What follows belongs to an exercise in optimizing a design on an open flow for small area and a short achievable clock period; a production flow would make more cautious choices. Where RTL was checked, it was by simulation tests only, not by an equivalence proof against the original. No functional check of the RTL was part of runs 2 to 7. Power is estimated from default activity; no workload was simulated.

`design/flow/config.mk`:
```
export PLATFORM = sky130hd
export DESIGN_NAME = spi_acl_responder
export DESIGN_NICKNAME = spi_acl_responder
export VERILOG_FILES = /design/flow/design.v
export SDC_FILE = /design/flow/constraint.sdc
export NUM_CORES = 4
export LEC_CHECK = 0
export ABC_CLOCK_PERIOD_IN_PS = 2200
export CAP_MARGIN = 20
export CORE_MARGIN = 2
export CORE_UTILIZATION = 40
export CTS_BUF_LIST = sky130_fd_sc_hd__clkbuf_16
export CTS_CLUSTER_DIAMETER = 60
export CTS_CLUSTER_SIZE = 30
export SETUP_SLACK_MARGIN = 3.8
export SLEW_MARGIN = 20
```
`design/flow/constraint.sdc`:
```
create_clock -name core_clock -period 6.0 [get_ports {CLK}]
set_input_delay 1.2000 -clock core_clock [delete_from_list [all_inputs] [get_ports {CLK}]]
set_output_delay 1.2000 -clock core_clock [all_outputs]
set_load 0.01 [all_outputs]
```
`design/flow/design.v`:
```
`timescale 1ns/1ps
module spi_acl_responder #(
  parameter int          ADDR_W  = 6,
  parameter logic [7:0]  DEVID   = 8'hAD,
  parameter int          SYNC_FF = 2
) (
  input  logic              CLK,
  input  logic              RST,
  input  logic              SCLK,
  input  logic              SS,
  input  logic              SDI,
  output logic              SDO,
  input  logic              smp_valid,
  input  logic [7:0]        smp_x,
  input  logic [7:0]        smp_y,
  input  logic [7:0]        smp_z,
  output logic [7:0]        pwr_ctl,
  output logic              wr_stb,
  output logic [ADDR_W-1:0] wr_addr,
  output logic [7:0]        wr_data,
  output logic              frame_done,
  output logic              cmd_err
);
  localparam logic [7:0] CMD_WR = 8'h0A;
  localparam logic [7:0] CMD_RD = 8'h0B;
  localparam logic [5:0] A_DEV  = 6'h00;
  localparam logic [5:0] A_X    = 6'h08;
  localparam logic [5:0] A_Y    = 6'h09;
  localparam logic [5:0] A_Z    = 6'h0A;
  localparam logic [5:0] A_PWR  = 6'h2D;
  typedef enum logic [2:0] {
    S_IDLE, S_CMD, S_ADDR, S_WDATA, S_RDATA, S_IGNORE
  } state_t;
  state_t state, state_next;
  logic [1:0] sclk_sync, ss_sync, sdi_sync;
  logic sclk_s, ss_s, sdi_s, sclk_d, ss_d;
  logic rise, fall, rise_nx, ss_rise, ss_fall, active;
  logic [2:0] bit_cnt;
  logic [7:0] rx_sr, rx_next, rx_pre, tx_sr, tx_next;
  logic [5:0] addr, addr_inc;
  logic       addr_bad, is_rd, got_byte, read_only;
  logic       bd_pre, byte_done, c_wr, c_rd, wr_en, tx_load, tx_shift, to_rdata;
  logic       sdo_q;
  logic [7:0] pwr_q, smp_xq, smp_yq, smp_zq;
  logic       smp_ok;
  logic [5:0] pre_addr;
  logic       pre_bad, f_dev, f_smp, f_y, f_z, f_pwr, f_c0, f_c1;
  logic [7:0] ld_val, smp_sel;
  logic [2:0] rot8, rot7, rot5;
  logic       clr;
  logic [4:0] pa;
  logic [2:0] hl [8];
  logic [7:0] tail [8];
  logic [7:0] ins;
  logic [7:0] tail_sel;
  logic [2:0] cap_sel;
  logic       cap0, cap1;
  logic [7:0] cand0, cand1;
  assign sclk_s  = sclk_sync[1];
  assign ss_s    = ss_sync[1];
  assign sdi_s   = sdi_sync[1];
  assign rise    = sclk_s & ~sclk_d;
  assign fall    = ~sclk_s & sclk_d;
  assign rise_nx = sclk_sync[0] & ~sclk_s;
  assign ss_rise = ss_s & ~ss_d;
  assign ss_fall = ~ss_s & ss_d;
  assign active    = (state != S_IDLE) && !ss_s;
  assign rx_next   = {rx_sr[6:0], sdi_s};
  assign rx_pre    = {rx_sr[6:0], sdi_s};
  assign read_only = (addr == A_DEV) || (addr == A_X) || (addr == A_Y) || (addr == A_Z);
  assign addr_inc  = addr + 6'd1;
  assign bd_pre    = !RST && rise_nx && active && (bit_cnt == 3'd7);
  assign pwr_ctl = pwr_q;
  assign SDO     = sdo_q;
  always_ff @(posedge CLK) begin
    sclk_sync <= {sclk_sync[0], SCLK};
    sdi_sync  <= {sdi_sync[0], SDI};
    sclk_d    <= sclk_s;
    if (RST) begin
      ss_sync <= '0;
      ss_d    <= 1'b0;
    end else begin
      ss_sync <= {ss_sync[0], SS};
      ss_d    <= ss_s;
    end
  end
  always_ff @(posedge CLK) begin
    byte_done <= bd_pre;
    c_wr      <= rx_pre == CMD_WR;
    c_rd      <= rx_pre == CMD_RD;
    wr_en     <= bd_pre && state == S_WDATA && !addr_bad && !read_only;
  end
  always_ff @(posedge CLK) begin
    if (RST) state <= S_IDLE;
    else     state <= state_next;
  end
  always_comb begin
    state_next = state;
    if (ss_s) begin
      state_next = S_IDLE;
    end else begin
      case (state)
        S_IDLE:  if (ss_fall) state_next = S_CMD;
        S_CMD:   if (byte_done) state_next = (c_wr || c_rd) ? S_ADDR : S_IGNORE;
        S_ADDR:  if (byte_done) state_next = is_rd ? S_RDATA : S_WDATA;
        default: state_next = state;
      endcase
    end
  end
  always_comb begin
    if (state == S_ADDR) begin
      pre_addr = rx_pre[5:0];
      pre_bad  = rx_pre[7:6] != 2'b00;
    end else begin
      pre_addr = addr_inc;
      pre_bad  = addr_bad;
    end
  end
  always_ff @(posedge CLK) begin
    f_dev <= !pre_bad && pre_addr == A_DEV;
    f_smp <= !pre_bad && (pre_addr == A_X || pre_addr == A_Y || pre_addr == A_Z);
    f_y   <= pre_addr[0];
    f_z   <= pre_addr[1];
    f_pwr <= !pre_bad && pre_addr == A_PWR;
    f_c0  <= !pre_bad && !pre_addr[0] && pre_addr != A_DEV && pre_addr != A_X && pre_addr != A_Z;
    f_c1  <= !pre_bad && pre_addr[0] && pre_addr != A_Y && pre_addr != A_PWR;
  end
  assign smp_sel = f_z ? smp_zq : f_y ? smp_yq : smp_xq;
  assign ld_val  = ({8{f_dev}} & DEVID) | ({8{f_smp && smp_ok}} & smp_sel) | ({8{f_pwr}} & pwr_q) |
                   ({8{f_c0}} & cand0) | ({8{f_c1}} & cand1);
  assign to_rdata = (state == S_ADDR && is_rd) || state == S_RDATA;
  assign tx_load  = byte_done && to_rdata;
  assign tx_shift = active && state == S_RDATA && fall && bit_cnt != 3'd0;
  assign tx_next  = tx_load ? ld_val : tx_shift ? {tx_sr[6:0], 1'b0} : tx_sr;
  always_ff @(posedge CLK) begin
    tx_sr <= tx_next;
    if (!active) begin
      bit_cnt  <= '0;
      got_byte <= 1'b0;
    end else begin
      if (rise) begin
        rx_sr   <= rx_next;
        bit_cnt <= bit_cnt + 3'd1;
      end
      if (byte_done) got_byte <= 1'b1;
      if (byte_done && state == S_CMD) is_rd <= c_rd;
      if (byte_done && state == S_ADDR) begin
        addr     <= rx_next[5:0];
        addr_bad <= rx_next[7:6] != 2'b00;
      end else if (byte_done && (state == S_WDATA || state == S_RDATA)) begin
        addr     <= addr_inc;
      end
    end
  end
  always_ff @(posedge CLK) begin
    if (RST) sdo_q <= 1'b0;
    else     sdo_q <= to_rdata && !ss_s && !ss_sync[0] && (state == S_RDATA || byte_done) && tx_next[7];
  end
  always_ff @(posedge CLK) begin
    if (RST) pwr_q <= 8'h00;
    else if (wr_en && addr == A_PWR) pwr_q <= rx_next;
    if (smp_valid) begin
      smp_xq <= smp_x;
      smp_yq <= smp_y;
      smp_zq <= smp_z;
    end
    if (RST) smp_ok <= 1'b0;
    else if (smp_valid) smp_ok <= 1'b1;
  end
  always_ff @(posedge CLK) begin
    if (RST) begin
      rot8 <= 3'd0;
      rot7 <= 3'd1;
      rot5 <= 3'd3;
      clr  <= 1'b1;
    end else begin
      rot8 <= rot8 + 3'd1;
      rot7 <= (rot7 == 3'd7) ? 3'd1 : rot7 + 3'd1;
      rot5 <= (rot5 == 3'd7) ? 3'd3 : rot5 + 3'd1;
      if (rot8 == 3'd7) clr <= 1'b0;
    end
  end
  assign hl[0] = rot7;
  assign hl[1] = rot5;
  assign hl[2] = rot8;
  assign hl[3] = rot8;
  assign hl[4] = rot8;
  assign hl[5] = (rot7 == 3'd5) ? 3'd0 : rot7;
  assign hl[6] = rot8;
  assign hl[7] = rot8;
  function automatic int rlen(input int r);
    case (r)
      0:       rlen = 7;
      1:       rlen = 5;
      5:       rlen = 7;
      default: rlen = 8;
    endcase
  endfunction
  always_ff @(posedge CLK) begin
    for (int r = 0; r < 8; r++)
      ins[r] <= clr || (wr_addr[5:3] == 3'(r) && wr_addr[2:0] == hl[r] && !wr_en);
  end
  for (genvar r = 0; r < 8; r++) begin : g_ring
    localparam int L = rlen(r);
    logic [8*L-1:0] q;
    assign tail[r] = q[8*L-1:8*L-8];
    always_ff @(posedge CLK) q <= {q[7:0], ins[r] ? wr_data : q[8*L-1:8*L-8], q[8*L-9:8]};
  end
  always_comb begin
    if (state == S_ADDR) pa = (bit_cnt == 3'd7) ? rx_sr[4:0] : {rx_sr[3:0], sdi_s};
    else                 pa = addr_inc[5:1];
  end
  always_ff @(posedge CLK) begin
    cap_sel <= pa[4:2];
    cap0    <= hl[pa[4:2]] == {pa[1:0], 1'b0};
    cap1    <= hl[pa[4:2]] == {pa[1:0], 1'b1};
  end
  assign tail_sel = tail[cap_sel];
  always_ff @(posedge CLK) begin
    if (cap0) cand0 <= tail_sel;
    if (cap1) cand1 <= tail_sel;
  end
  always_ff @(posedge CLK) begin
    if (RST) begin
      wr_stb     <= 1'b0;
      wr_addr    <= '0;
      wr_data    <= '0;
      frame_done <= 1'b0;
      cmd_err    <= 1'b0;
    end else begin
      wr_stb     <= wr_en;
      frame_done <= ss_rise && got_byte;
      if (wr_en) begin
        wr_addr <= addr;
        wr_data <= rx_next;
      end
      if (byte_done && state == S_CMD && !c_wr && !c_rd)
        cmd_err <= 1'b1;
    end
  end
endmodule
```
`design/flow/run.sh`:
```
#!/bin/bash
# synth_recipe.tcl (not shown) runs the flow's synth.tcl, then flattens the netlist and writes it again
# the make line also repeats each setting of config.mk as NAME=value (left out here)
make -C /OpenROAD-flow-scripts/flow DESIGN_CONFIG=/design/flow/config.mk WORK_HOME=/design/flow/orfs CLKGATE_MAP_FILE= SYNTH_SCRIPT=/design/flow/synth_recipe.tcl finish
```
==> results of run 1 <==
-- cells in the final DEF (no fill, tap or decap), types with 6 or more instances in the layout --
cell type / count
dfxtp_1: 520
nor2_1: 81
mux2_2: 63
edfxtp_1: 62
buf_4: 42
mux2i_1: 40
a21oi_1: 38
clkbuf_16: 38
nand2_1: 34
clkdlybuf4s50_1: 27
buf_6: 24
inv_1: 19
o21ai_0: 18
nor3_1: 17
nor2b_1: 16
dfxtp_4: 16
dfxtp_2: 13
a22o_1: 11
xnor2_1: 11
ha_1: 11
nand3_1: 10
nand2b_1: 9
o211ai_1: 7
a22oi_1: 7
a21o_1: 6
-- final cells by class --
type	count	area (um^2)	share of cell area (%)
clock buffers	38	951	4.92
repair buffers	97	882	4.56
multi-input cells	475	3490	18.0
clock inverters	21	348	1.80
flip-flops and latches	611	12900	66.9
well taps	532	666	3.44
inverters	20	76.3	0.395
-- stage by stage --
step	instances	total power (uW)	cell area, um^2	worst slack, ns	util [%]
6_report	1794	7050	19300	3.74	47.5
5_1_grt	1794	7290	19300	3.64	47.5
4_1_cts	1789	7130	19200	3.67	47.2
3_5_place_dp	1697	4370	17600	2.73	43.2
3_3_place_gp	1697	4360	17600	2.82	43.2
2_1_floorplan	1150	4320	16500	3.80	-
-- worst max-delay path by stage --
| stage | depth (start not counted) | startpoint | to |
|---|---|---|---|
| floorplan | 10 | bit_cnt[0] | cap1 |
| global placement | 5 | RST | wr_en |
| detailed placement | 5 | RST | wr_en |
| CTS | 1 | wr_data[3] | wr_data[3] |
| global route | 8 | addr[0] | cap1 |
| finish | 1 | wr_data[3] | wr_data[3] |
-- state kept, by name, indices dropped and copies added (netlist names), 3 cells and up --
register,flops
addr,6
bit_cnt,3
cand0,8
cand1,8
cap_sel,3
g_ring.q,472
ins,8
pwr_q,8
rot5,3
rot7,3
rot8,3
rx_sr,7
smp_xq,8
smp_yq,8
smp_zq,8
state,3
tx_sr,8
wr_addr,6
wr_data,8
-- what timing repair did --
item                                   in CTS  in global routing
resized for setup                         185                 12
setup endpoints to repair                 104                 48
pin swaps                                   4                  6
buffers inserted                           32                  5
cloned                                      1                  0
endpoints found under the hold margin       0                  0
-- metal layers --
metal  vias to the layer above  track usage [%]  wire [um]
met1                      4014             19.6      14600
li1                       4093                -          -
met3                        41             3.00       1230
met2                       126             21.5      13300
met4                         0             4.01        556
met5                         -                0          0
-- cells by family after synthesis --
kind of cell | after synthesis | share of synthesized area (%)
AOI/OAI and AO/OA | 132 | 5.42
DFF | 611 | 78.0
xor gates and xnor gates | 17 | 0.903
and+or+nand+nor | 206 | 6.08
muxes | 105 | 6.94
buffers and inverters | 65 | 1.65
adders and majority gates | 14 | 1.06
-- report_power, final --
group,switching (uW),leakage [uW],internal (uW)
combinational,41.5,0.00185,51.9
clock,1450,0.000625,1340
sequential,30.2,0.00503,4140
total,1520,0.00751,5530
==> impl_metrics.tcl, run 1 <==
set metrics [dict create \
    cts_made_buffers 35 \
    ys.flop_type "dfxtp_1" \
    min_from "g_ring[0].q[41]" \
    clkLatencyLatePin_ns 0.56 \
    timing.final.crit_period_ns 2.26 \
    synth_area_leaders "dfxtp_1 67%, edfxtp_1 11%, mux2_2 4.4%" \
    synth_fp_nets 1194 \
    number_of_inserted_diodes 0 \
    worst_ep_required_time_ns 4.80 \
    syn-cell-area_um2 16500 \
    dieArea_um2 42900 \
    grt_antenna_before_repair 0 \
    route.detailed.drc 0 \
    slew_violations 0 \
    r2r_end "cap0" \
    power_density_nw_per_um2 365 \
    critPathBufInv 1 \
    cp_top_family "flip-flops" \
    worst_path_largest_cell_delay_ns 0.39 \
    clk_buf_depth 3 \
    synth_largest_type_area_fraction_pct 66.7 \
    drv_cap 0 \
    rsz0062_at_grt "yes" \
    globalRouteOverflowTotal 0 \
    setup.worst_path.end_class "output pin" \
    outcome "complete, no violations" \
    yosys_synthesis_warning_count 3 \
    post_route_cells_drive_above_1_share_pct 20.2 \
    cts_hold_buf 0 \
    design.core.area_um2 40700 \
    relSlewSlack_pct 47.9 \
    total_leakage_power_uw 0.00751 \
    numPortBuffers 55 \
    layout.filler_cells 3513 \
    commonest_cells_in_the_synthesized_netlist "549 x dfxtp_1, 83 x nor2_1, 64 x mux2_2" \
    die_h_um 207 \
    synth_sequential_area_ratio_pct 78.0 \
    synth_cells 1150 \
    row_count 74 \
    grt.total_usage_pct 13.9 \
    critical_path.startpoint_type "flip-flop" \
    cts.sink_count 611 \
    ff2ff_path_depth 8 \
    asyncSetResetFlopFracSynth_pct 0 \
    route.antenna.remaining_nets 0 \
    synthesis.area_per_instance_um2 14.3 \
    globalplace.congestion 0.787 \
    fin_skew_ns 0.0370 \
    detail_route.wl_per_cell_um 16.6 \
    starting_density_pct 40.5 \
    critical_path.cell_chain "buf_6" \
    vias_per_cell 4.61 \
    timing.critical_path.arrival_ns 1.06 \
    hold-path-cell-count 0 \
    final-setup-viol-count 0 \
    dr.pass1.iters 5 \
    rrSetupSlack_ns 3.79 \
    grt_start_max_net_pins 31 \
    worstMarginPinSlew_ns 0.779 \
    cts.reportedPaths.clkPinSlew_ns 0.11 \
    dr_total_vias 8274 \
    synth_largest_area_cell "dfxtp_1" \
    worst_ir_drop_on_vdd_v 0.000161 \
    final_hold_viol_count 0 \
    regToRegStartpoint "addr[0]" \
    yosys_register_bits 611 \
    cts-htree-levels 2 \
    synth_most_common_cell "dfxtp_1" \
    count_of_flip_flops_with_a_built_in_enable_after_synthesis 62 \
    peak_freq_mhz 443 \
    clockRootBuffer "clkbuf_16" \
    worst_hold_slack_ns 0.318 \
    setup_tns_ns 0 \
    post-route-period-util_pct 37.7 \
    slowest_stage "dfxtp_4" \
    global_route_wire_length_before_repair_um 46800 \
    dpl.hpwl_um 18500 \
    detailedRoute.firstIterationViolations 446 \
    number_of_unique_standard_cell_types_used_by_synthesis 64 \
    drt-total-wl_um 29700 \
    vias_in_the_first_global_route 8141 \
    tritoncts "done" \
    setup.worst_path.class "reg2out" \
    pin_count 56 \
    chipWidth_um 207 \
    hp-class "reg2reg" \
    hold-path-endpoint "g_ring[0].q[33]" \
    max_fo_critical_path 2 \
    syn_to_final_growth_pct 17.3 \
    finalNetCount 1284 \
]
==> inputs of run 2 (changes only) <==
--- a/design/flow/design.v
+++ b/design/flow/design.v
@@ -36,10 +36,10 @@
   logic sclk_s, ss_s, sdi_s, sclk_d, ss_d;
   logic rise, fall, rise_nx, ss_rise, ss_fall, active;
   logic [2:0] bit_cnt;
-  logic [7:0] rx_sr, rx_next, rx_pre, tx_sr, tx_next;
+  logic [7:0] sr, rx_next, rx_pre, tx_next;
   logic [5:0] addr, addr_inc;
   logic       addr_bad, is_rd, got_byte, read_only;
-  logic       bd_pre, byte_done, c_wr, c_rd, wr_en, tx_load, tx_shift, to_rdata;
+  logic       bd_pre, byte_done, c_wr, c_rd, wr_en, tx_load, tx_shift, rx_shift, to_rdata;
   logic       sdo_q;
   logic [7:0] pwr_q, smp_xq, smp_yq, smp_zq;
   logic       smp_ok;
@@ -65,8 +65,8 @@
   assign ss_rise = ss_s & ~ss_d;
   assign ss_fall = ~ss_s & ss_d;
   assign active    = (state != S_IDLE) && !ss_s;
-  assign rx_next   = {rx_sr[6:0], sdi_s};
-  assign rx_pre    = {rx_sr[6:0], sdi_s};
+  assign rx_next   = {sr[6:0], sdi_s};
+  assign rx_pre    = {sr[6:0], sdi_s};
   assign read_only = (addr == A_DEV) || (addr == A_X) || (addr == A_Y) || (addr == A_Z);
   assign addr_inc  = addr + 6'd1;
   assign bd_pre    = !RST && rise_nx && active && (bit_cnt == 3'd7);
@@ -131,17 +131,15 @@
   assign to_rdata = (state == S_ADDR && is_rd) || state == S_RDATA;
   assign tx_load  = byte_done && to_rdata;
   assign tx_shift = active && state == S_RDATA && fall && bit_cnt != 3'd0;
-  assign tx_next  = tx_load ? ld_val : tx_shift ? {tx_sr[6:0], 1'b0} : tx_sr;
-  always_ff @(posedge CLK) begin
-    tx_sr <= tx_next;
+  assign rx_shift = active && state != S_RDATA && rise;
+  assign tx_next  = tx_load ? ld_val : tx_shift ? {sr[6:0], 1'b0} : rx_shift ? rx_next : sr;
+  always_ff @(posedge CLK) begin
+    sr <= tx_next;
     if (!active) begin
       bit_cnt  <= '0;
       got_byte <= 1'b0;
     end else begin
-      if (rise) begin
-        rx_sr   <= rx_next;
-        bit_cnt <= bit_cnt + 3'd1;
-      end
+      if (rise) bit_cnt <= bit_cnt + 3'd1;
       if (byte_done) got_byte <= 1'b1;
       if (byte_done && state == S_CMD) is_rd <= c_rd;
       if (byte_done && state == S_ADDR) begin
@@ -196,18 +194,17 @@
       default: rlen = 8;
     endcase
   endfunction
-  always_ff @(posedge CLK) begin
-    for (int r = 0; r < 8; r++)
-      ins[r] <= clr || (wr_addr[5:3] == 3'(r) && wr_addr[2:0] == hl[r] && !wr_en);
+  for (genvar r = 0; r < 8; r++) begin : g_ins
+    assign ins[r] = clr || (wr_addr[5:3] == 3'(r) && wr_addr[2:0] == hl[r]);
   end
   for (genvar r = 0; r < 8; r++) begin : g_ring
     localparam int L = rlen(r);
     logic [8*L-1:0] q;
     assign tail[r] = q[8*L-1:8*L-8];
-    always_ff @(posedge CLK) q <= {q[7:0], ins[r] ? wr_data : q[8*L-1:8*L-8], q[8*L-9:8]};
+    always_ff @(posedge CLK) q <= {ins[r] ? wr_data : q[7:0], q[8*L-1:8]};
   end
   always_comb begin
-    if (state == S_ADDR) pa = (bit_cnt == 3'd7) ? rx_sr[4:0] : {rx_sr[3:0], sdi_s};
+    if (state == S_ADDR) pa = (bit_cnt == 3'd7) ? sr[4:0] : {sr[3:0], sdi_s};
     else                 pa = addr_inc[5:1];
   end
   always_ff @(posedge CLK) begin
==> impl_metrics.tcl, run 2 <==
set metrics [dict create \
    cp.depth 1 \
    cts_made_buffers 30 \
    grt.total_usage_pct 14.4 \
    synth_largest_type_area_fraction_pct 67.1 \
    cp_top_family "flip-flops" \
    total_leakage_power_uw 0.00746 \
    dr.pass1.iters 4 \
    outcome "complete, no violations" \
    cts-htree-levels 1 \
    critical_path.startpoint_type "flip-flop" \
    hp-class "reg2reg" \
    chipWidth_um 205 \
    synth_most_common_cell "dfxtp_1" \
    clkLatencyLatePin_ns 0.59 \
    layout.filler_cells 3522 \
    syn-cell-area_um2 16100 \
    dp.cells 1666 \
    final_area_um2 19000 \
    synth_area_leaders "dfxtp_1 67%, edfxtp_1 10%, mux2_2 4.8%" \
    place_area_um2 17200 \
    timing.final.crit_period_ns 2.31 \
    synth_fp_nets 1163 \
    clock_power_share_pct 37.5 \
    number_of_inserted_diodes 0 \
    relSlewSlack_pct 45.3 \
    comb_power_share_pct 1.7 \
    largest_register_by_flop_count "g_ring.q" \
    synthesis.area_per_instance_um2 14.4 \
    worst_path_largest_cell_delay_ns 0.41 \
    dieArea_um2 42000 \
    number_of_unique_standard_cell_types_used_by_synthesis 66 \
    top_layer "met4" \
    setup.worst_path.end_class "output pin" \
    ys.flop_type "dfxtp_1" \
    clockRootBuffer "clkbuf_16" \
    synth_sequential_area_ratio_pct 77.3 \
    starting_density_pct 40.5 \
    count_of_flip_flops_with_a_built_in_enable_after_synthesis 55 \
    grt_start_max_net_pins 31 \
    clk_buf_depth 3 \
    globalplace.congestion 0.785 \
    critPathBufInv 1 \
    detail_route.wl_per_cell_um 17.1 \
    timing.critical_path.arrival_ns 1.11 \
    synth_largest_area_cell "dfxtp_1" \
    finalNetCount 1263 \
    cts.reportedPaths.clkPinSlew_ns 0.11 \
    met3RoutedLength_um 1270 \
    pin_count 56 \
    hold-path-cell-count 0 \
    numPortBuffers 55 \
    sequential_cell_area_um2 12600 \
    slowest_stage "dfxtp_4" \
    final_hold_viol_count 0 \
    yosys_register_bits 596 \
    cts.sink_count 596 \
    commonest_cells_in_the_synthesized_netlist "541 x dfxtp_1, 70 x nor2_1, 69 x mux2_2" \
    mostFrequentLayoutCells "511 x dfxtp_1, 69 x nor2_1, 69 x mux2_2, 55 x edfxtp_1, 53 x nand2_1" \
    worst_ir_drop_on_vdd_v 0.000239 \
    final_common_cell "dfxtp_1" \
    tritoncts "done" \
    globalRouteOverflowTotal 0 \
    layoutNonFillerInstCount 1765 \
    slew_violations 0 \
    fin_skew_ns 0.0191 \
    p_int_uw 5230 \
    drt-total-wl_um 30200 \
    vias_per_cell 4.63 \
    critical_path.cell_chain "buf_6" \
    worst_hold_slack_ns 0.324 \
    dpl.hpwl_um 18500 \
    post-route-period-util_pct 38.6 \
    multi_input_area_um2 3570 \
    post_route_cells_drive_above_1_share_pct 21.9 \
    setup_tns_ns 0 \
    dr_total_vias 8176 \
    detailroute.wirelength.met2_um 13800 \
    final-setup-viol-count 0 \
    synth_cells 1119 \
    asyncSetResetFlopFracSynth_pct 0 \
    peak_freq_mhz 432 \
    power_density_nw_per_um2 352 \
    grt_antenna_before_repair 0 \
    die_h_um 205 \
    swShare_pct 21.7 \
    yosys_synthesis_warning_count 3 \
    max_fo_critical_path 2 \
    syn_to_final_growth_pct 17.8 \
    row_count 73 \
    rsz0062_at_grt "yes" \
    total_switching_power_uw 1450 \
    worstMarginPinSlew_ns 0.814 \
    design.core.area_um2 39800 \
    detailedRoute.firstIterationViolations 430 \
    seq_power_share_pct 60.8 \
    post-route-worst-setup-slack_ns 3.69 \
    global_route_wire_length_before_repair_um 46200 \
    largest_register_ff_count 472 \
    route.antenna.remaining_nets 0 \
    vias_in_the_first_global_route 8019 \
    worst_ep_required_time_ns 4.80 \
    route.detailed.drc 0 \
    drv_cap 0 \
    setup.worst_path.class "reg2out" \
    route.layer.met1.wl_um 14700 \
    ff2ff_path_depth 8 \
    post-place-ws_ns 2.93 \
]
==> run 2: cell type report <==
cell class / count / area share [%]
clock buffer: 32 / 4.21
timing repair buffer: 107 / 5.28
clock inverter: 21 / 1.64
sequential: 596 / 66.2
tap: 525 / 3.46
multi-input combinational: 460 / 18.8
inverter: 24 / 0.474
==> run 2: metal layers <==
metal	vias up	GRT usage [%]
li1	4015	-
met1	3985	20.0
met2	140	23.3
met3	36	2.53
met4	0	3.70
met5	-	0
==> run 2: cell families (layout without fill, tap and decap cells) <==
kind of cell / count (synthesis) / count (layout) / share of synthesized area, %
xor+xnor: 19 / 19 / 1.03
simple gates: 195 / 195 / 5.77
mux: 117 / 117 / 8.41
compound gates: 115 / 115 / 4.87
buf+inv: 63 / 184 / 1.50
flops: 596 / 596 / 77.3
fa+ha+maj: 14 / 14 / 1.09
==> run 2: power by group through the flow <==
stage	Sequential, uW	Combinational, uW	Clock (uW)
finish	4060	113	2510
global route	4070	130	2700
floorplan	4160	64.3	0
CTS	4060	108	2560
global placement	4170	102	0
detailed placement	4170	105	0
==> run 2: stage by stage <==
step / util, % / total power (uW)
floorplan: - / 4220
global route: 47.7 / 6900
CTS: 47.4 / 6740
detailed placement: 43.3 / 4270
global placement: 43.3 / 4270
finish: 47.7 / 6680
==> run 2: timing repair <==
action / CTS / global route
resized for setup: 200 / 21
setup buffers: 39 / 7
pin swaps: 0 / 6
hold buffers: 0 / 0
setup endpoints to repair: 130 / 94
cloned: 0 / 0
==> run 2: final timing paths <==
| kind | startpoint | endpoint | slack [ns] |
|---|---|---|---|
| setup reg to reg | state[2] | cap1 | 3.77 |
| setup / recovery | wr_data[3] | wr_data[3] | 3.69 |
| hold reg to reg | g_ring[5].q[19] | g_ring[5].q[11] | 0.32 |
| hold / removal | g_ring[5].q[19] | g_ring[5].q[11] | 0.32 |
==> inputs of run 3 (changes only) <==
--- a/design/flow/config.mk
+++ b/design/flow/config.mk
@@ -8,9 +8,10 @@
 export ABC_CLOCK_PERIOD_IN_PS = 2200
 export CAP_MARGIN = 20
 export CORE_MARGIN = 2
-export CORE_UTILIZATION = 40
+export CORE_UTILIZATION = 65
 export CTS_BUF_LIST = sky130_fd_sc_hd__clkbuf_16
 export CTS_CLUSTER_DIAMETER = 60
 export CTS_CLUSTER_SIZE = 30
+export PLACE_DENSITY = 0.75
 export SETUP_SLACK_MARGIN = 3.8
 export SLEW_MARGIN = 20
==> impl_metrics.tcl, run 3 <==
set metrics [dict create \
    tritoncts "done" \
    route.detailed.drc 0 \
    critical_path.startpoint_type "flip-flop" \
    finalNetCount 1262 \
    row_count 57 \
    setup.worst_path.class "reg2out" \
    cts.sink_count 596 \
    max_fo_critical_path 6 \
    cts-htree-levels 1 \
    layoutNonFillerInstCount 1556 \
    route.antenna.remaining_nets 0 \
    r2r_end "cap1" \
    synthesis.area_per_instance_um2 14.4 \
    grt_start_max_net_pins 42 \
    number_of_unique_standard_cell_types_used_by_synthesis 66 \
    yosys_synthesis_warning_count 3 \
    mostFrequentLayoutCells "511 x dfxtp_1, 69 x nor2_1, 69 x mux2_2, 55 x edfxtp_1, 53 x nand2_1" \
    ff2ff_path_depth 9 \
    final_hold_viol_count 0 \
    rrSetupSlack_ns 3.80 \
    final-setup-viol-count 0 \
    synth_area_leaders "dfxtp_1 67%, edfxtp_1 10%, mux2_2 4.8%" \
    worst_path_largest_cell_delay_ns 0.41 \
    relSlewSlack_pct 29.9 \
    synth_sequential_area_ratio_pct 77.3 \
    final_common_cell "dfxtp_1" \
    cts.reportedPaths.clkPinSlew_ns 0.11 \
    fin_skew_ns 0.0210 \
    cts_hold_buf 0 \
    synth_cells 1119 \
    commonest_cells_in_the_synthesized_netlist "541 x dfxtp_1, 70 x nor2_1, 69 x mux2_2" \
    starting_density_pct 66.4 \
    dieArea_um2 26100 \
    grt_antenna_before_repair 0 \
    multi_input_area_um2 3530 \
    rsz0062_at_grt "yes" \
    detail_route.wl_per_cell_um 18.5 \
    hold-path-endpoint "sdi_sync[1]" \
    grt.total_usage_pct 22.1 \
    global_route_wire_length_before_repair_um 44700 \
    dr.pass1.iters 5 \
    sequential_cell_area_um2 12600 \
    power_density_nw_per_um2 342 \
    setup_tns_ns 0 \
    vias_in_the_first_global_route 8244 \
    synth_largest_type_area_fraction_pct 67.1 \
    outcome "complete, no violations" \
    timing.critical_path.arrival_ns 1.09 \
    peak_freq_mhz 437 \
    detailedRoute.firstIterationViolations 698 \
    clockRootBuffer "clkbuf_16" \
    pin_count 56 \
    die_h_um 162 \
    dpl.hpwl_um 17700 \
    largest_register_by_flop_count "g_ring.q" \
    hp-class "reg2reg" \
    regToRegStartpoint "bit_cnt[0]" \
    syn-cell-area_um2 16100 \
    clkLatencyLatePin_ns 0.57 \
    post_route_cells_drive_above_1_share_pct 20.7 \
    drv_cap 0 \
    design.core.area_um2 24300 \
    critical_path.cell_chain "buf_6" \
    min_from "sdi_sync[0]" \
    cp-startpoint "wr_addr[0]" \
    worstMarginPinSlew_ns 1.05 \
    globalplace.congestion 0.839 \
    setup.worst_path.end_class "output pin" \
    number_of_inserted_diodes 0 \
    synth_fp_nets 1163 \
    dp.cells 1465 \
    asyncSetResetFlopFracSynth_pct 0 \
    hold-path-cell-count 0 \
    largest_register_ff_count 472 \
    count_of_flip_flops_with_a_built_in_enable_after_synthesis 55 \
    numPortBuffers 55 \
    worst_hold_slack_ns 0.324 \
    critPathBufInv 1 \
    worst_ep_required_time_ns 4.80 \
    worst_ir_drop_on_vdd_v 0.000287 \
    syn_to_final_growth_pct 14.2 \
    total_leakage_power_uw 0.00734 \
    timing.final.crit_period_ns 2.29 \
    chipWidth_um 162 \
    post-route-period-util_pct 38.1 \
    ys.flop_type "dfxtp_1" \
    synth_largest_area_cell "dfxtp_1" \
    globalRouteOverflowTotal 0 \
    cp.depth 1 \
    vias_per_cell 5.31 \
    synth_most_common_cell "dfxtp_1" \
    layout.filler_cells 1487 \
    drt-total-wl_um 28700 \
    slew_violations 0 \
    cp_top_family "flip-flops" \
    cts_made_buffers 27 \
    yosys_register_bits 596 \
    dr_total_vias 8259 \
    clk_buf_depth 3 \
    slowest_stage "dfxtp_4" \
]
==> run 3: cell types whose count changed in the layout (fill, tap and decap cells not counted), sizes merged <==
cell	change
bufinv	-2
clkbuf	-6
dlymetal6s2s	+1
inv	-1
clkinv	-3
buf	+2
clkdlybuf4s50	+1
==> run 3: power breakdown <==
group | switching [uW] | total (uW) | internal (uW)
clock | 1230 | 2130 | 902
sequential | 31.5 | 4070 | 4040
combinational | 55.5 | 112 | 56.8
==> run 3: routing by layer <==
layer	vias to the layer above	wire, um	global-route usage (%)
met5	-	0	0
met4	0	823	6.49
met3	58	1220	3.42
met2	174	13300	35.9
met1	4031	13400	31.1
li1	3996	-	-
==> run 3: kinds of logic (layout without fill, tap and decap cells) <==
group,count (synthesis),after routing,synth area share (%)
muxes,117,117,8.41
adders and majority gates,14,14,1.09
and+or+nand+nor,195,195,5.77
buffers and inverters,63,176,1.50
DFF,596,596,77.3
xor gates and xnor gates,19,19,1.03
AOI/OAI and AO/OA,115,115,4.87
==> run 3: how the worst max path moves through the flow <==
stage	to	slack, ns
after CTS	wr_data[5]	3.62
after floorplan	cap1	3.81
after detailed placement	smp_yq[6]	3.24
final	wr_addr[0]	3.71
after global routing	wr_addr[0]	3.68
after global placement	smp_xq[5]	3.27
==> run 3: layout make-up <==
class                      instances  share of cell area (%)
multi-input combinational        460                    19.1
clock buffer                      28                    3.80
clock inverter                    15                   0.902
sequential                       596                    68.2
tap                              324                    2.20
timing repair buffer             109                    5.33
inverter                          24                   0.489
==> run 3: timing repair <==
item	CTS	global route
pin swaps	0	4
setup buffers	34	14
gates resized for setup	186	14
setup endpoints to repair	102	95
hold endpoints to repair	0	0
==> run 3: through the flow <==
stage / util, % / total power (uW) / instance area (um^2) / worst slack (ns)
final: 75.8 / 6310 / 18400 / 3.71
after global routing: 75.8 / 6500 / 18400 / 3.68
after CTS: 75.2 / 6340 / 18300 / 3.62
after detailed placement: 69.9 / 4270 / 17000 / 3.24
after global placement: 69.9 / 4260 / 17000 / 3.27
after floorplan: - / 4220 / 16100 / 3.81
==> inputs of run 4 (changes only) <==
--- a/design/flow/config.mk
+++ b/design/flow/config.mk
@@ -5,6 +5,7 @@
 export SDC_FILE = /design/flow/constraint.sdc
 export NUM_CORES = 4
 export LEC_CHECK = 0
+export ABC_AREA = 1
 export ABC_CLOCK_PERIOD_IN_PS = 2200
 export CAP_MARGIN = 20
 export CORE_MARGIN = 2
==> impl_metrics.tcl, run 4 <==
set metrics [dict create \
    outcome "complete, no violations" \
    ff2ff_path_depth 5 \
    cts-htree-levels 1 \
    globalRouteOverflowTotal 0 \
    min_from "g_ring[6].q[17]" \
    ys.flop_type "dfxtp_1" \
    detail_route.wl_per_cell_um 17.8 \
    worst_path_largest_cell_delay_ns 0.38 \
    commonest_cells_in_the_synthesized_netlist "541 x dfxtp_1, 139 x inv_1, 104 x nand2_1" \
    yosys_register_bits 596 \
    route.antenna.remaining_nets 0 \
    chipWidth_um 162 \
    setup.worst_path.class "reg2out" \
    count_of_flip_flops_with_a_built_in_enable_after_synthesis 55 \
    rsz0062_at_grt "yes" \
    clockRootBuffer "clkbuf_16" \
    number_of_unique_standard_cell_types_used_by_synthesis 51 \
    fin_skew_ns 0.0247 \
    grt_antenna_before_repair 0 \
    largest_register_by_flop_count "g_ring.q" \
    peak_freq_mhz 440 \
    rrSetupSlack_ns 3.94 \
    grt_start_max_net_pins 31 \
    dr_total_vias 9000 \
    vias_in_the_first_global_route 8881 \
    total_leakage_power_uw 0.00726 \
    mostFrequentLayoutCells "512 x dfxtp_1, 139 x inv_1, 103 x nand2_1, 68 x o21ai_0, 60 x nor2_1" \
    post-route-period-util_pct 37.9 \
    r2r_end "g_ring[0].q[50]" \
    relSlewSlack_pct 38.8 \
    critPathBufInv 1 \
    final-setup-viol-count 0 \
    setup_tns_ns 0 \
    dr.pass1.iters 6 \
    slowest_stage "dfxtp_4" \
    setup.worst_path.end_class "output pin" \
    cts_hold_buf 0 \
    layout.filler_cells 1538 \
    worst_ir_drop_on_vdd_v 0.000285 \
    design.core.area_um2 24500 \
    numPortBuffers 55 \
    clk_buf_depth 3 \
    total_power_uw 6670 \
    final_common_cell "dfxtp_1" \
    slew_violations 0 \
    global_route_wire_length_before_repair_um 48100 \
    hold-path-cell-count 0 \
    asyncSetResetFlopFracSynth_pct 0 \
    die_h_um 162 \
    timing.critical_path.arrival_ns 1.07 \
    cts.sink_count 596 \
    cp_top_family "flip-flops" \
    drt-total-wl_um 30400 \
    yosys_synthesis_warning_count 3 \
    detailedRoute.firstIterationViolations 799 \
    worst_ep_required_time_ns 4.80 \
    number_of_inserted_diodes 0 \
    clkLatencyLatePin_ns 0.57 \
    power_density_nw_per_um2 363 \
    cp-startpoint "wr_data[6]" \
    utilization_pct 75.0 \
    post_route_cells_drive_above_1_share_pct 15.6 \
    worst_hold_slack_ns 0.322 \
    dpl.hpwl_um 19500 \
    max_fo_critical_path 2 \
    synth_cells 1282 \
    globalplace.congestion 0.878 \
    cts_made_buffers 27 \
    syn_to_final_growth_pct 12.7 \
    starting_density_pct 66.6 \
    synth_fp_nets 1326 \
    row_count 57 \
    regToRegStartpoint "wr_addr[4]" \
    grt.total_usage_pct 23.6 \
    drv_cap 0 \
    finalNetCount 1416 \
    synth_largest_area_cell "dfxtp_1" \
    synth_area_leaders "dfxtp_1 67%, edfxtp_1 10%, inv_1 3.2%" \
    hp-class "reg2reg" \
    largest_register_ff_count 472 \
    worstMarginPinSlew_ns 0.915 \
    dieArea_um2 26300 \
    synthesis.area_per_instance_um2 12.7 \
    cts.reportedPaths.clkPinSlew_ns 0.10 \
    critical_path.startpoint_type "flip-flop" \
    pin_count 56 \
    synth_largest_type_area_fraction_pct 66.5 \
    timing.final.crit_period_ns 2.27 \
    synth_most_common_cell "dfxtp_1" \
    vias_per_cell 5.26 \
    tritoncts "done" \
    route.detailed.drc 0 \
    final_hold_viol_count 0 \
    critical_path.cell_chain "buf_6" \
    synth_sequential_area_ratio_pct 76.7 \
    hold-path-endpoint "g_ring[6].q[9]" \
    syn-cell-area_um2 16300 \
]
## run 4: changes by cell type in the layout (fill, tap and decap cells not counted), moves of 25 or more
cell | before | now
buf_4 | 52 | 27
inv_1 | 25 | 139
mux2_2 | 69 | 40
mux2i_1 | 39 | 4
nand2_1 | 53 | 103
nand3_1 | 9 | 49
o21ai_0 | 20 | 68
## run 4: metrics by stage
| stage | setup WS, ns | std cells | area (um^2) |
|---|---|---|---|
| final | 3.73 | 1710 | 18400 |
| after CTS | 3.62 | 1705 | 18300 |
| after floorplan | 4.18 | 1282 | 16300 |
| after global routing | 3.70 | 1710 | 18400 |
| after global placement | 2.70 | 1637 | 17100 |
| after detailed placement | 2.67 | 1637 | 17100 |
## run 4: what timing repair did
action | 4_1_cts | 5_1_grt
setup buffers | 24 | 3
gates cloned | 1 | 2
pin swaps | 1 | 3
gates resized for setup | 181 | 11
setup endpoints to repair | 109 | 57
## run 4: worst max path at each step
stage	end	slack, ns	cells past startpoint
5_1_grt	wr_data[7]	3.70	1
6_report	wr_data[6]	3.73	1
3_3_place_gp	wr_en	2.70	6
3_5_place_dp	wr_en	2.67	6
4_1_cts	wr_data[3]	3.62	1
2_1_floorplan	wr_en	4.18	5
## run 4: final cells by class
type,count,area [um^2],share of cell area (%)
clock inverter,16,169,0.920
timing repair buffer,83,802,4.37
tap,324,405,2.21
clock buffer,27,676,3.68
sequential,596,12600,68.4
inverter,148,559,3.05
timing repair inverter,2,12.5,0.0682
multi-input combinational,514,3180,17.3
## run 4: where the power goes
part           total [uW]  internal, uW  switching [uW]
clock                2100           875            1230
sequential           4170          4090            79.6
combinational         396           135             260
## run 4: cells by family after synthesis
| logic type | Yosys count | share of synthesized area (%) |
|---|---|---|
| flops | 596 | 76.7 |
| simple gates | 260 | 7.27 |
| compound gates | 178 | 6.77 |
| buf+inv | 173 | 4.20 |
| mux | 50 | 3.43 |
| fa+ha+maj | 14 | 1.08 |
| xor+xnor | 11 | 0.592 |
## run 4: metal layers
metal  track usage (%)  routed length (um)
met1              31.9               13400
met2              40.4               14500
met3              3.04                1630
met4              6.84                 856
met5                 0                   0
==> inputs of run 5 (changes only) <==
==> design/flow/config.mk (replaced) <==
export PLATFORM = sky130hd
export DESIGN_NAME = spi_acl_responder
export DESIGN_NICKNAME = spi_acl_responder
export VERILOG_FILES = /design/flow/design.v
export SDC_FILE = /design/flow/constraint.sdc
export NUM_CORES = 4
export LEC_CHECK = 0
export ABC_CLOCK_PERIOD_IN_PS = 2200
export CAP_MARGIN = 20
export CORE_MARGIN = 2
export CORE_UTILIZATION = 65
export CTS_BUF_LIST = sky130_fd_sc_hd__clkbuf_16
export CTS_CLUSTER_DIAMETER = 45
export CTS_CLUSTER_SIZE = 40
export PLACE_DENSITY = 0.75
export SETUP_SLACK_MARGIN = 3.8
export SLEW_MARGIN = 20
==> impl_metrics.tcl, run 5 <==
set metrics [dict create \
    setup.worst_path.class "reg2out" \
    route.detailed.drc 0 \
    yosys_register_bits 596 \
    layout.filler_cells 1401 \
    worst_path_largest_cell_delay_ns 0.40 \
    dr.pass1.iters 5 \
    row_count 57 \
    ys.flop_type "dfxtp_1" \
    grt_start_max_net_pins 42 \
    commonest_cells_in_the_synthesized_netlist "541 x dfxtp_1, 70 x nor2_1, 69 x mux2_2" \
    syn_to_final_growth_pct 17.0 \
    clockRootBuffer "clkbuf_16" \
    clk_buf_depth 3 \
    final_hold_viol_count 0 \
    setup.worst_path.end_class "output pin" \
    post-route-worst-setup-slack_ns 3.77 \
    r2r_end "cap1" \
    syn-cell-area_um2 16100 \
    cts.sink_count 596 \
    utilization_pct 77.6 \
    global_route_wire_length_before_repair_um 45000 \
    post-route-period-util_pct 37.2 \
    tritoncts "done" \
    cp-startpoint "wr_addr[0]" \
    vias_in_the_first_global_route 8240 \
    number_of_unique_standard_cell_types_used_by_synthesis 66 \
    synth_area_leaders "dfxtp_1 67%, edfxtp_1 10%, mux2_2 4.8%" \
    rrSetupSlack_ns 3.80 \
    largest_register_ff_count 472 \
    post-place-ws_ns 3.24 \
    timing.final.crit_period_ns 2.23 \
    power_density_nw_per_um2 367 \
    regToRegStartpoint "addr[1]" \
    cp_top_family "flip-flops" \
    synth_most_common_cell "dfxtp_1" \
    slew_violations 0 \
    cts_hold_buf 0 \
    detail_route.wl_per_cell_um 18.4 \
    worst_ep_required_time_ns 4.80 \
    largest_register_by_flop_count "g_ring.q" \
    detailedRoute.firstIterationViolations 690 \
    vias_per_cell 5.25 \
    clkLatencyLatePin_ns 0.54 \
    count_of_flip_flops_with_a_built_in_enable_after_synthesis 55 \
    dieArea_um2 26100 \
    post_route_cells_drive_above_1_share_pct 22.3 \
    layoutNonFillerInstCount 1578 \
    mostFrequentLayoutCells "511 x dfxtp_1, 69 x nor2_1, 69 x mux2_2, 55 x edfxtp_1" \
    final-setup-viol-count 0 \
    asyncSetResetFlopFracSynth_pct 0 \
    total_power_uw 6920 \
    synth_largest_area_cell "dfxtp_1" \
    rsz0062_at_grt "yes" \
    grt.total_usage_pct 22.4 \
    number_of_inserted_diodes 0 \
    fin_skew_ns 0.0267 \
    die_h_um 162 \
    peak_freq_mhz 448 \
    dp.cells 1465 \
    numPortBuffers 55 \
    globalplace.congestion 0.839 \
    hp-class "reg2reg" \
    drv_cap 0 \
    relSlewSlack_pct 30.4 \
    synth_sequential_area_ratio_pct 77.3 \
    critical_path.startpoint_type "flip-flop" \
    setup_tns_ns 0 \
    dr_total_vias 8289 \
    total_leakage_power_uw 0.00754 \
    critical_path.cell_chain "buf_6" \
    slowest_stage "dfxtp_4" \
    design.core.area_um2 24300 \
    grt_antenna_before_repair 0 \
    cp.depth 1 \
    yosys_synthesis_warning_count 3 \
    cts_made_buffers 37 \
    chipWidth_um 162 \
    cts.reportedPaths.clkPinSlew_ns 0.10 \
    cts-htree-levels 2 \
    synth_cells 1119 \
    worst_ir_drop_on_vdd_v 0.000278 \
    critPathBufInv 1 \
    globalRouteOverflowTotal 0 \
    worstMarginPinSlew_ns 1.04 \
    synthesis.area_per_instance_um2 14.4 \
    final_common_cell "dfxtp_1" \
    dpl.hpwl_um 17700 \
    synth_fp_nets 1163 \
    max_fo_critical_path 6 \
    ff2ff_path_depth 7 \
    route.antenna.remaining_nets 0 \
    timing.critical_path.arrival_ns 1.03 \
    pin_count 56 \
    synth_largest_type_area_fraction_pct 67.1 \
    starting_density_pct 66.4 \
    crit_end "wr_addr[0]" \
    drt-total-wl_um 29100 \
    finalNetCount 1272 \
    outcome "complete, no violations" \
]
[run 5: cell count changes in the layout (fill, tap and decap cells not counted), moves of 15 or more]
cell	previous run	this run
inv_1	139	22
nand2_1	103	53
o21ai_0	68	21
nand3_1	49	9
mux2i_1	4	39
mux2_2	40	69
buf_4	27	53
o22ai_1	25	6
a21oi_1	45	30
[run 5: cell type report]
cell class              instances  area, um^2  share of cell area (%)
clock inverters                27         345                    1.83
repair buffers                109         976                    5.17
multi-input cells             460        3550                    18.8
well taps                     324         405                    2.15
flip-flops and latches        596       12600                    66.6
clock buffers                  38         951                    5.04
inverters                      24        90.1                   0.477
[run 5: per-stage QoR]
| stage | instance area (um^2) | hold WS (ns) |
|---|---|---|
| after floorplan | 16100 | 0.310 |
| after global placement | 17000 | 0.310 |
| after detailed placement | 17000 | 0.312 |
| after CTS | 18700 | 0.316 |
| after global routing | 18900 | 0.317 |
| final | 18900 | 0.315 |
[run 5: per-layer routing]
metal / up-vias / track usage, % / routed length, um
li1: 4035 / - / -
met1: 4016 / 31.0 / 13400
met2: 179 / 36.0 / 13500
met3: 59 / 4.13 / 1330
met4: 0 / 7.67 / 825
met5: - / 0 / 0
[run 5: how the worst min path moves through the flow]
| stage | from | end | depth (start not counted) |
|---|---|---|---|
| after floorplan | g_ring[0].q[8] | g_ring[0].q[0] | 0 |
| after global placement | g_ring[6].q[42] | g_ring[6].q[34] | 0 |
| after detailed placement | g_ring[2].q[44] | g_ring[2].q[36] | 0 |
| after CTS | g_ring[3].q[32] | g_ring[3].q[24] | 0 |
| after global routing | g_ring[3].q[32] | g_ring[3].q[24] | 0 |
| final | g_ring[3].q[32] | g_ring[3].q[24] | 0 |
[run 5: cell families (layout without fill, tap and decap cells)]
kind of cell	after synthesis	after routing	synth area share, %
mux	117	117	8.41
simple gates	195	195	5.77
buf+inv	63	198	1.50
compound gates	115	115	4.87
flops	596	596	77.3
xor+xnor	19	19	1.03
fa+ha+maj	14	14	1.09
[run 5: report_power, final]
group / internal (uW) / switching, uW
Sequential: 4040 / 31.5
Combinational: 58.3 / 55.6
Clock: 1340 / 1400
[run 5: timing repair]
item | 4_1_cts | 5_1_grt
resized for setup | 184 | 19
endpoints found under the setup margin | 123 | 50
pin swaps | 0 | 11
setup buffers | 29 | 19
==> inputs of run 6 (changes only) <==
--- a/design/flow/config.mk
+++ b/design/flow/config.mk
@@ -8,10 +8,10 @@
 export ABC_CLOCK_PERIOD_IN_PS = 2200
 export CAP_MARGIN = 20
 export CORE_MARGIN = 2
-export CORE_UTILIZATION = 65
+export CORE_UTILIZATION = 75
 export CTS_BUF_LIST = sky130_fd_sc_hd__clkbuf_16
-export CTS_CLUSTER_DIAMETER = 45
-export CTS_CLUSTER_SIZE = 40
-export PLACE_DENSITY = 0.75
+export CTS_CLUSTER_DIAMETER = 60
+export CTS_CLUSTER_SIZE = 30
+export PLACE_DENSITY = 0.85
 export SETUP_SLACK_MARGIN = 3.8
 export SLEW_MARGIN = 20
==> impl_metrics.tcl, run 6 <==
set metrics [dict create \
    dp.cells 1415 \
    yosys_synthesis_warning_count 3 \
    worst_ep_required_time_ns 4.80 \
    final_area_um2 18600 \
    total_leakage_power_uw 0.00740 \
    layout.filler_cells 754 \
    relSlewSlack_pct 47.1 \
    synth_largest_area_cell "dfxtp_1" \
    p_int_uw 4980 \
    final-setup-viol-count 0 \
    dr.pass1.iters 9 \
    drt-total-wl_um 36200 \
    grt_antenna_before_repair 0 \
    asyncSetResetFlopFracSynth_pct 0 \
    vias_in_the_first_global_route 9079 \
    post_route_cells_drive_above_1_share_pct 22.3 \
    worst_path_largest_cell_delay_ns 0.37 \
    grt.total_usage_pct 31.5 \
    pin_count 56 \
    number_of_inserted_diodes 0 \
    synth_sequential_area_ratio_pct 77.3 \
    synth_most_common_cell "dfxtp_1" \
    clock_power_share_pct 34.1 \
    ys.flop_type "dfxtp_1" \
    number_of_unique_standard_cell_types_used_by_synthesis 66 \
    chipWidth_um 151 \
    mostFrequentLayoutCells "508 x dfxtp_1, 69 x nor2_1, 69 x mux2_2, 55 x edfxtp_1" \
    seq_power_share_pct 63.9 \
    route.antenna.remaining_nets 0 \
    dpl.hpwl_um 19100 \
    cp_top_family "flip-flops" \
    yosys_register_bits 596 \
    drv_cap 0 \
    setup.worst_path.class "reg2out" \
    total_switching_power_uw 1390 \
    outcome "complete, no violations" \
    globalRouteOverflowTotal 0 \
    critical_path.startpoint_type "flip-flop" \
    worstMarginPinSlew_ns 0.787 \
    hp-class "reg2reg" \
    max_fo_critical_path 2 \
    critical_path.cell_chain "buf_2" \
    final_common_cell "dfxtp_1" \
    tritoncts "done" \
    synth_largest_type_area_fraction_pct 67.1 \
    worst_ir_drop_on_vdd_v 0.000344 \
    globalplace.congestion 0.832 \
    synthesis.area_per_instance_um2 14.4 \
    largest_register_by_flop_count "g_ring.q" \
    finalNetCount 1269 \
    design.core.area_um2 21100 \
    rsz0062_at_grt "yes" \
    route.detailed.drc 0 \
    slew_violations 0 \
    synth_area_leaders "dfxtp_1 67%, edfxtp_1 10%, mux2_2 4.8%" \
    place_area_um2 16900 \
    clkLatencyLatePin_ns 0.58 \
    post-route-period-util_pct 38.3 \
    timing.critical_path.arrival_ns 1.10 \
    cts-htree-levels 1 \
    largest_register_ff_count 472 \
    numPortBuffers 55 \
    global_route_wire_length_before_repair_um 52800 \
    final_hold_viol_count 0 \
    count_of_flip_flops_with_a_built_in_enable_after_synthesis 55 \
    syn_to_final_growth_pct 15.2 \
    power_density_nw_per_um2 343 \
    grt_start_max_net_pins 32 \
    cts_made_buffers 27 \
    dieArea_um2 22700 \
    peak_freq_mhz 435 \
    timing.final.crit_period_ns 2.30 \
    swShare_pct 21.8 \
    synth_fp_nets 1163 \
    synth_cells 1119 \
    clockRootBuffer "clkbuf_16" \
    layoutNonFillerInstCount 1516 \
    vias_per_cell 5.92 \
    commonest_cells_in_the_synthesized_netlist "541 x dfxtp_1, 70 x nor2_1, 69 x mux2_2" \
    detailedRoute.firstIterationViolations 926 \
    slowest_stage "dfxtp_4" \
    dr_total_vias 8973 \
    setup_tns_ns 0 \
    cts.sink_count 596 \
    die_h_um 151 \
    critPathBufInv 1 \
    setup.worst_path.end_class "output pin" \
    clk_buf_depth 3 \
    row_count 53 \
    syn-cell-area_um2 16100 \
    starting_density_pct 76.5 \
    cts.reportedPaths.clkPinSlew_ns 0.10 \
    fin_skew_ns 0.0157 \
    comb_power_share_pct 2.0 \
    detail_route.wl_per_cell_um 23.8 \
]
-- run 6: changes by cell type in the layout (fill, tap and decap cells not counted), moves of 3 or more --
cell / delta
clkbuf_16: -11
inv_6: -8
buf_6: +6
dfxtp_1: -3
inv_1: +3
inv_12: -3
-- run 6: routing by layer --
| metal | GRT usage (%) | part of all wire [%] |
|---|---|---|
| met1 | 41.1 | 39 |
| met2 | 55.0 | 50 |
| met5 | 0 | 0 |
| met3 | 4.36 | 6.0 |
| met4 | 10.3 | 4.7 |
-- run 6: worst paths after layout --
| check | endpoint | slack [ns] | start | depth (start not counted) |
|---|---|---|---|---|
| worst max-delay path | wr_data[5] | 3.70 | wr_data[5] | 1 |
| worst min register to register | g_ring[7].q[12] | 0.33 | g_ring[7].q[20] | 0 |
| worst min-delay path | g_ring[7].q[12] | 0.33 | g_ring[7].q[20] | 0 |
| worst max register to register | f_c1 | 3.74 | state[0] | 8 |
-- run 6: timing repair --
item                       in CTS  in global routing
gates cloned                    0                  1
resized for setup             190                 34
hold buffers                    0                  0
buffers inserted               38                 16
pin swaps                       1                  9
setup endpoints to repair     114                 55
-- run 6: cell families after synthesis --
logic type / after synthesis / share of synthesized area, %
AO/OA/AOI/OAI: 115 / 4.87
XOR/XNOR: 19 / 1.03
adder cells (fa/ha/maj): 14 / 1.09
buffers and inverters: 63 / 1.50
flip-flops: 596 / 77.3
multiplexers: 117 / 8.41
AND/OR/NAND/NOR: 195 / 5.77
-- run 6: metrics by stage --
stage	power (uW)	worst slack [ns]	util [%]	hold WS [ns]
after global routing	6520	3.69	88.2	0.332
after global placement	4260	2.92	80.3	0.310
after detailed placement	4280	2.88	80.3	0.312
after CTS	6350	3.60	86.8	0.333
after floorplan	4220	3.81	-	0.310
final	6370	3.70	88.2	0.327
-- run 6: cell type report --
class / count / area (um^2) / share of cell area (%)
clock buffer: 27 / 676 / 3.63
clock inverter: 18 / 196 / 1.06
inverter: 24 / 90.1 / 0.485
multi-input combinational: 461 / 3640 / 19.6
sequential: 596 / 12600 / 67.6
tap: 275 / 344 / 1.85
timing repair buffer: 115 / 1080 / 5.79
-- run 6: power by group through the flow --
| stage | combinational, uW | sequential, uW | clock (uW) |
|---|---|---|---|
| after CTS | 112 | 4070 | 2170 |
| after floorplan | 64.3 | 4160 | 0 |
| after global placement | 98.8 | 4170 | 0 |
| final | 126 | 4070 | 2170 |
| after detailed placement | 107 | 4170 | 0 |
| after global routing | 136 | 4080 | 2310 |
==> inputs of run 7 (changes only) <==
==> design/flow/config.mk (replaced) <==
export PLATFORM = sky130hd
export DESIGN_NAME = spi_acl_responder
export DESIGN_NICKNAME = spi_acl_responder
export VERILOG_FILES = /design/flow/design.v
export SDC_FILE = /design/flow/constraint.sdc
export NUM_CORES = 4
export LEC_CHECK = 0
export ABC_CLOCK_PERIOD_IN_PS = 2400
export CAP_MARGIN = 20
export CORE_MARGIN = 2
export CORE_UTILIZATION = 40
export CTS_BUF_LIST = sky130_fd_sc_hd__clkbuf_16
export CTS_CLUSTER_DIAMETER = 60
export CTS_CLUSTER_SIZE = 30
export SETUP_SLACK_MARGIN = 3.6
export SLEW_MARGIN = 20
==> impl_metrics.tcl, run 7 <==
set metrics [dict create \
    peak_freq_mhz 425 \
    synth_most_common_cell "dfxtp_1" \
    max_fo_critical_path 2 \
    final-setup-viol-count 0 \
    finalNetCount 1239 \
    global_route_wire_length_before_repair_um 45500 \
    commonest_cells_in_the_synthesized_netlist "541 x dfxtp_1, 70 x nor2_1, 69 x mux2_2" \
    clk_buf_depth 3 \
    vias_per_cell 4.61 \
    starting_density_pct 40.5 \
    cts_made_buffers 30 \
    yosys_synthesis_warning_count 3 \
    hp-class "reg2reg" \
    chipWidth_um 205 \
    power_density_nw_per_um2 359 \
    route.antenna.remaining_nets 0 \
    critPathBufInv 1 \
    clkLatencyLatePin_ns 0.59 \
    die_h_um 205 \
    route.detailed.drc 0 \
    outcome "complete, no violations" \
    setup.worst_path.class "reg2out" \
    syn-cell-area_um2 16100 \
    rsz0062_at_grt "no" \
    asyncSetResetFlopFracSynth_pct 0 \
    slew_violations 0 \
    dpl.hpwl_um 18500 \
    row_count 73 \
    fin_skew_ns 0.0190 \
    number_of_inserted_diodes 0 \
    timing.critical_path.arrival_ns 1.15 \
    ff2ff_path_depth 7 \
    drt-total-wl_um 29700 \
    worstMarginPinSlew_ns 0.957 \
    relSlewSlack_pct 36.0 \
    slowest_stage "dfxtp_4" \
    globalRouteOverflowTotal 0 \
    synth_sequential_area_ratio_pct 77.3 \
    synth_cells 1119 \
    worst_ir_drop_on_vdd_v 0.000239 \
    cp.depth 1 \
    cts.reportedPaths.clkPinSlew_ns 0.10 \
    largest_register_ff_count 472 \
    setup.worst_path.end_class "output pin" \
    critical_path.startpoint_type "flip-flop" \
    cp-startpoint "pwr_q[7]" \
    vias_in_the_first_global_route 7884 \
    cts-htree-levels 1 \
    design.core.area_um2 39800 \
    synth_largest_type_area_fraction_pct 67.1 \
    cts.sink_count 596 \
    critical_path.cell_chain "clkdlybuf4s15_2" \
    layout.filler_cells 3566 \
    worst_path_largest_cell_delay_ns 0.36 \
    synth_area_leaders "dfxtp_1 67%, edfxtp_1 10%, mux2_2 4.8%" \
    timing.final.crit_period_ns 2.35 \
    synth_largest_area_cell "dfxtp_1" \
    mostFrequentLayoutCells "516 x dfxtp_1, 69 x nor2_1, 69 x mux2_2, 55 x edfxtp_1, 54 x nand2_1" \
    yosys_register_bits 596 \
    crit_end "pwr_ctl[7]" \
    final_common_cell "dfxtp_1" \
    synth_fp_nets 1163 \
    regToRegStartpoint "addr[0]" \
    dr.pass1.iters 6 \
    count_of_flip_flops_with_a_built_in_enable_after_synthesis 55 \
    rrSetupSlack_ns 3.70 \
    numPortBuffers 55 \
    detailedRoute.firstIterationViolations 390 \
    syn_to_final_growth_pct 15.0 \
    globalplace.congestion 0.785 \
    drv_cap 0 \
    final_hold_viol_count 0 \
    worst_hold_slack_ns 0.325 \
    synthesis.area_per_instance_um2 14.4 \
    number_of_unique_standard_cell_types_used_by_synthesis 66 \
    grt_start_max_net_pins 31 \
    tritoncts "done" \
    largest_register_by_flop_count "g_ring.q" \
    clockRootBuffer "clkbuf_16" \
    dieArea_um2 42000 \
    ys.flop_type "dfxtp_1" \
    setup_tns_ns 0 \
    post_route_cells_drive_above_1_share_pct 18.9 \
    worst_ep_required_time_ns 4.80 \
    post-route-period-util_pct 39.2 \
    grt_antenna_before_repair 1 \
    detail_route.wl_per_cell_um 17.1 \
    r2r_end "cap1" \
    total_leakage_power_uw 0.00729 \
    pin_count 56 \
    cp_top_family "flip-flops" \
    hold-path-cell-count 0 \
    grt.total_usage_pct 14.2 \
    dr_total_vias 8019 \
]
## run 7: per-stage QoR
stage	area [um^2]	setup WS, ns	util (%)	power, uW	std cells
finish	18600	3.65	46.6	6670	1741
global route	18600	3.60	46.6	6890	1741
CTS	18600	3.53	46.7	6740	1741
detailed placement	17200	2.93	43.3	4270	1666
global placement	17200	2.96	43.3	4270	1666
floorplan	16100	3.81	-	4220	1119
## run 7: per-layer routing
metal,part of all wire (%),up-vias,global-route usage [%]
li1,-,3963,-
met1,48,3884,19.7
met2,46,142,23.0
met3,4.6,30,2.56
met4,1.3,0,3.26
met5,0,-,0
## run 7: layout make-up
cell class | count | area (um^2) | area share, %
sequential | 596 | 12600 | 67.7
multi-input combinational | 460 | 3480 | 18.7
clock buffer | 32 | 801 | 4.31
timing repair buffer | 83 | 662 | 3.57
tap | 525 | 657 | 3.54
clock inverter | 21 | 312 | 1.68
inverter | 24 | 90.1 | 0.485
## run 7: worst min path at each step
stage	slack (ns)	from	to
floorplan	0.31	g_ring[0].q[8]	g_ring[0].q[0]
global placement	0.31	g_ring[0].q[47]	g_ring[0].q[39]
detailed placement	0.31	g_ring[2].q[28]	g_ring[2].q[20]
CTS	0.32	g_ring[2].q[28]	g_ring[2].q[20]
global route	0.32	g_ring[5].q[19]	g_ring[5].q[11]
finish	0.32	g_ring[2].q[28]	g_ring[2].q[20]
## run 7: logic make-up after synthesis
family	Yosys count	synth area share, %
buffers and inverters	63	1.50
adders and majority gates	14	1.09
AOI/OAI and AO/OA	115	4.87
DFF	596	77.3
and+or+nand+nor	195	5.77
muxes	117	8.41
xor gates and xnor gates	19	1.03
## run 7: report_power, final
group / switching (uW) / total [uW] / leakage [uW] / internal, uW
Sequential: 29.0 / 4070 / 0.00491 / 4040
Clock: 1360 / 2500 / 0.000540 / 1140
Combinational: 50.7 / 105 / 0.00184 / 54.7
## run 7: repair_timing
item	4_1_cts	5_1_grt
hold buffers	0	0
buffers inserted	22	0
resized for setup	139	13
endpoints found under the setup margin	70	21

[re-timing with driven ports]
No port has a modelled driver above. Below, the same layouts with a new extraction and two added sets of constraints.
Step 1, drivers: a clkbuf_16 drives CLK and a buf_2 each remaining input, both assumed.
Step 2 times the ports against the registers' clock, not the clock port: input delays grow and output delays shrink by t, the midpoint of the rising clock arrivals with the driver on.
a / b / c = ideal / step 1 / step 2; a / b = the first two.
run | t, ns | slack for setup (ns) | hold WS [ns] | latest minus earliest clock arrival (ns) | worst register clock-pin slew, ns
run 1 | 0.599 | 3.740 / 3.687 / 3.320 | 0.318 / 0.318 / 0.318 | 0.040 / 0.039 | 0.11 / 0.11
run 2 | 0.635 | 3.686 / 3.632 / 3.624 | 0.324 / 0.324 / 0.324 | 0.025 / 0.025 | 0.11 / 0.11
run 3 | 0.611 | 3.713 / 3.665 / 3.363 | 0.324 / 0.324 / 0.324 | 0.021 / 0.021 | 0.11 / 0.11
run 4 | 0.607 | 3.728 / 3.679 / 3.402 | 0.322 / 0.322 / 0.322 | 0.025 / 0.025 | 0.11 / 0.11
run 5 | 0.581 | 3.767 / 3.715 / 3.391 | 0.315 / 0.315 / 0.315 | 0.028 / 0.027 | 0.10 / 0.10
run 6 | 0.623 | 3.702 / 3.656 / 3.394 | 0.327 / 0.327 / 0.327 | 0.018 / 0.018 | 0.11 / 0.11
run 7 | 0.637 | 3.647 / 3.592 / 3.218 | 0.325 / 0.325 / 0.325 | 0.024 / 0.025 | 0.11 / 0.11
After both steps every run listed still meets setup and hold. For run 7, which loses most, drivers alone change the setup slack by -0.055 ns; drivers and shift together by -0.429 ns.
